Source: an optimization exercise on an open RTL-to-GDS flow (aim: small area, a short achievable clock period and few clock cycles). Production flows keep margins and buffers that such runs may drop. Only simulation tests tie the RTL to the original design; equivalence was not proved. The clock input has no modelled driver; a real chip could not lean on it and would need a root buffer or a full tree. No activity file was given, so power comes from the tool's default toggle rates.

==> flow/design.v (excerpt) <==
module polar_encoder
(
    input  logic       clk,
    input  logic       rst_n,
    input  logic       start,
    input  logic [9:0] N,
    input  logic [7:0] K,
    input  logic       in_valid,
    input  logic       in_bit,
    output logic       in_ready,
    output logic       out_valid,
    output logic       out_bit,
    input  logic       out_ready,
    output logic       busy,
    output logic       out_last
);
    function automatic logic [3:0] u4(input int v);
        u4 = v[3:0];
    endfunction
    logic       busy_q, in_ready_q, out_valid_q, out_bit_q, out_last_q;
    logic       busy_o, out_valid_o;
    logic       v_q, b_q;         
    logic       m512, m256;       
    logic       su_q;             
    logic       pha_q;            
    logic       init_q;           
    logic       par_q;            
    logic       tv_q, tb_q, tl_q, pact_q;
    logic [3:0] j_q;              
    logic [3:0] p_q;
    logic [8:0] t_q;              
    logic [8:0] c_q;              
    logic       lt_q;             
    logic [3:0] f_q;              
    logic [8:0] qj_q;             
    logic [NSLOT-1:0] slot_q;
    logic start_acc, hs_in, hs_out, out_go, last_tgt, k0, prod;
    logic [8:0] nm1;
    assign start_acc = start & ~busy_q &
                       ((N == 10'd128) | (N == 10'd256) | (N == 10'd512));
    assign hs_in  = in_valid & in_ready_q;
    assign hs_out = out_valid_q & out_ready;
    assign prod   = pact_q & ~tv_q;
    assign nm1    = {m512, m512 | m256, 7'h7F};
    assign out_go = hs_in & last_tgt;
    assign busy      = busy_o;
    assign in_ready  = in_ready_q;
  ...
For scale: about 1800 cells after synthesis, ~320 flip-flops, about 29 I/O pins.
Settings: LEC_CHECK=0, CAP_MARGIN=20, CORE_MARGIN=2, CORE_UTILIZATION=55, CTS_BUF_LIST=sky130_fd_sc_hd__clkbuf_16, CTS_CLUSTER_DIAMETER=100, CTS_CLUSTER_SIZE=24, PLACE_DENSITY=0.65, SLEW_MARGIN=20, SYNTH_HIERARCHICAL=1; clock period 30.0 ns.
standard.sh (not shown) runs the stock make flow with config.mk's settings and CLKGATE_MAP_FILE= SYNTH_SCRIPT=/design/flow/synth_recipe.tcl, a recipe that flattens the netlist after the stock synthesis.
==> flow/flow/run.sh <==
#!/bin/bash
# The standard layout with two changes:
#  - plain buffers (buf_2) on the ports, instead of the delay cell that
#    buffer_ports picks by default;
#  - a two-level clock tree built by flow/cts.tcl in place of TritonCTS.
set -e
export BUFFER_PORTS_ARGS="-buffer_cell sky130_fd_sc_hd__buf_2"
bash standard.sh place > standard_place.log 2>&1
export FLOW_RES=$PWD/orfs/results/sky130hd/polar_encoder/base
mkdir -p orfs/logs/sky130hd/polar_encoder/base
openroad -no_init -exit flow/cts.tcl > cts.log 2>&1
cp cts.log orfs/logs/sky130hd/polar_encoder/base/4_1_cts.log
bash standard.sh > standard.log 2>&1
Other scripts of this flow, unchanged in this note and not shown: flow/flow/cts.tcl, flow/flow/mcts.tcl
Testbench counts at the start, summed over its fixed seeds: cycles 51,710.
==> next run, changes <==
--- a/flow/design.v
+++ b/flow/design.v
@@ -17,17 +17,17 @@
     input  logic       out_ready,
     output logic       busy,
     output logic       out_last
 );
     function automatic logic [3:0] u4(input int v);
         u4 = v[3:0];
     endfunction
     logic       busy_q, in_ready_q, out_valid_q, out_bit_q, out_last_q;
-    logic       busy_o, out_valid_o;
+    logic       busy_o, in_ready_o, out_valid_o;
     logic       v_q, b_q;         
     logic       m512, m256;       
     logic       su_q;             
     logic       pha_q;            
     logic       init_q;           
     logic       par_q;            
     logic       tv_q, tb_q, tl_q, pact_q;
     logic [3:0] j_q;              
@@ -43,17 +43,17 @@
     assign start_acc = start & ~busy_q &
                        ((N == 10'd128) | (N == 10'd256) | (N == 10'd512));
     assign hs_in  = in_valid & in_ready_q;
     assign hs_out = out_valid_q & out_ready;
     assign prod   = pact_q & ~tv_q;
     assign nm1    = {m512, m512 | m256, 7'h7F};
     assign out_go = hs_in & last_tgt;
     assign busy      = busy_o;
-    assign in_ready  = in_ready_q;
+    assign in_ready  = in_ready_o;
     assign out_valid = out_valid_o;
     assign out_bit   = out_bit_q;
     assign out_last  = out_last_q;
     logic [6:0] binom;
     always_comb begin
         case ({p_q, j_q})
             {4'd0, 4'd0}: binom = 7'd1;
             {4'd1, 4'd0}: binom = 7'd1;
@@ -1022,16 +1022,17 @@
     pe_sw u_sw255 (.s(slot_q[255]), .keep(busy_q), .hi(wr_hi[15]), .lo(wr_lo[15]), .d(slot_d[255]));
     assign xbit = (x_a & ~qj_q[8]) ^ x_b ^ (v_q & b_q);
     always_ff @(posedge clk or negedge rst_n) begin
         if (!rst_n) begin
             busy_q      <= 1'b0;
             in_ready_q  <= 1'b0;
             out_valid_q <= 1'b0;
             busy_o      <= 1'b0;
+            in_ready_o  <= 1'b0;
             out_valid_o <= 1'b0;
             v_q         <= 1'b0;
             tv_q        <= 1'b0;
             su_q        <= 1'b0;
             init_q      <= 1'b0;
         end else begin
             v_q <= hs_in;
             if (!busy_q) begin
@@ -1041,18 +1042,23 @@
                 in_ready_q  <= 1'b0;
                 out_valid_q <= 1'b0;
                 tv_q        <= 1'b0;
             end else begin
                 if (hs_out)    tv_q <= 1'b0;
                 else if (prod) tv_q <= 1'b1;
                 init_q <= su_q & ~pha_q & (p_q == 4'd0);
                 if (k0 | (su_q & ~pha_q & (p_q == 4'd0))) su_q <= 1'b0;
-                if (su_q & ~pha_q & (p_q == 4'd0)) in_ready_q <= 1'b1;
-                else if (in_valid & last_tgt)      in_ready_q <= 1'b0;
+                if (su_q & ~pha_q & (p_q == 4'd0)) begin
+                    in_ready_q <= 1'b1;
+                    in_ready_o <= 1'b1;
+                end else if (in_valid & last_tgt) begin
+                    in_ready_q <= 1'b0;
+                    in_ready_o <= 1'b0;
+                end
                 if (out_go | k0) begin
                     out_valid_q <= 1'b1;
                     out_valid_o <= 1'b1;
                 end
                 if (hs_out && out_last_q) begin
                     out_valid_q <= 1'b0;
                     out_valid_o <= 1'b0;
                     busy_q      <= 1'b0;
Synthesized cell count stays the same.
Total power is about the same.
Die area rose slightly.
Final cell count went down slightly.
Sequential share of layout area hardly moves.
Testbench counts after the change, summed over its fixed seeds: cycles 51,710.
No run of this note takes its clock network from TritonCTS; it comes from the design's own scripts or RTL.

re-timing with driven ports:
Ports are ideal in the flow. The routed layouts listed here were re-timed in OpenROAD.
Step 1 assumes that a clkbuf_16 drives the clock port and a buf_2 every other input.
Step 2 adds t to the input delays and takes it off the output delays; t is the mean of the earliest and latest rising clock arrival at the registers after step 1. Input paths then give back, and output paths get back, about the clock's delay inside the block.
Three values: ideal, step 1, step 2; two values: the first two.
run | shift t [ns] | setup slack, ns | clock arrival spread, ns | cell pins on the clock port's net
the first run | 0.408 | 23.110 / 23.014 / 22.947 | 0.046 / 0.046 | 4
the second run | 0.407 | 23.116 / 23.028 / 22.789 | 0.056 / 0.056 | 4
After both steps every run listed still meets setup and hold. The setup slack of the second run, which loses most, moves by -0.088 ns with the drivers and by -0.327 ns with both steps.
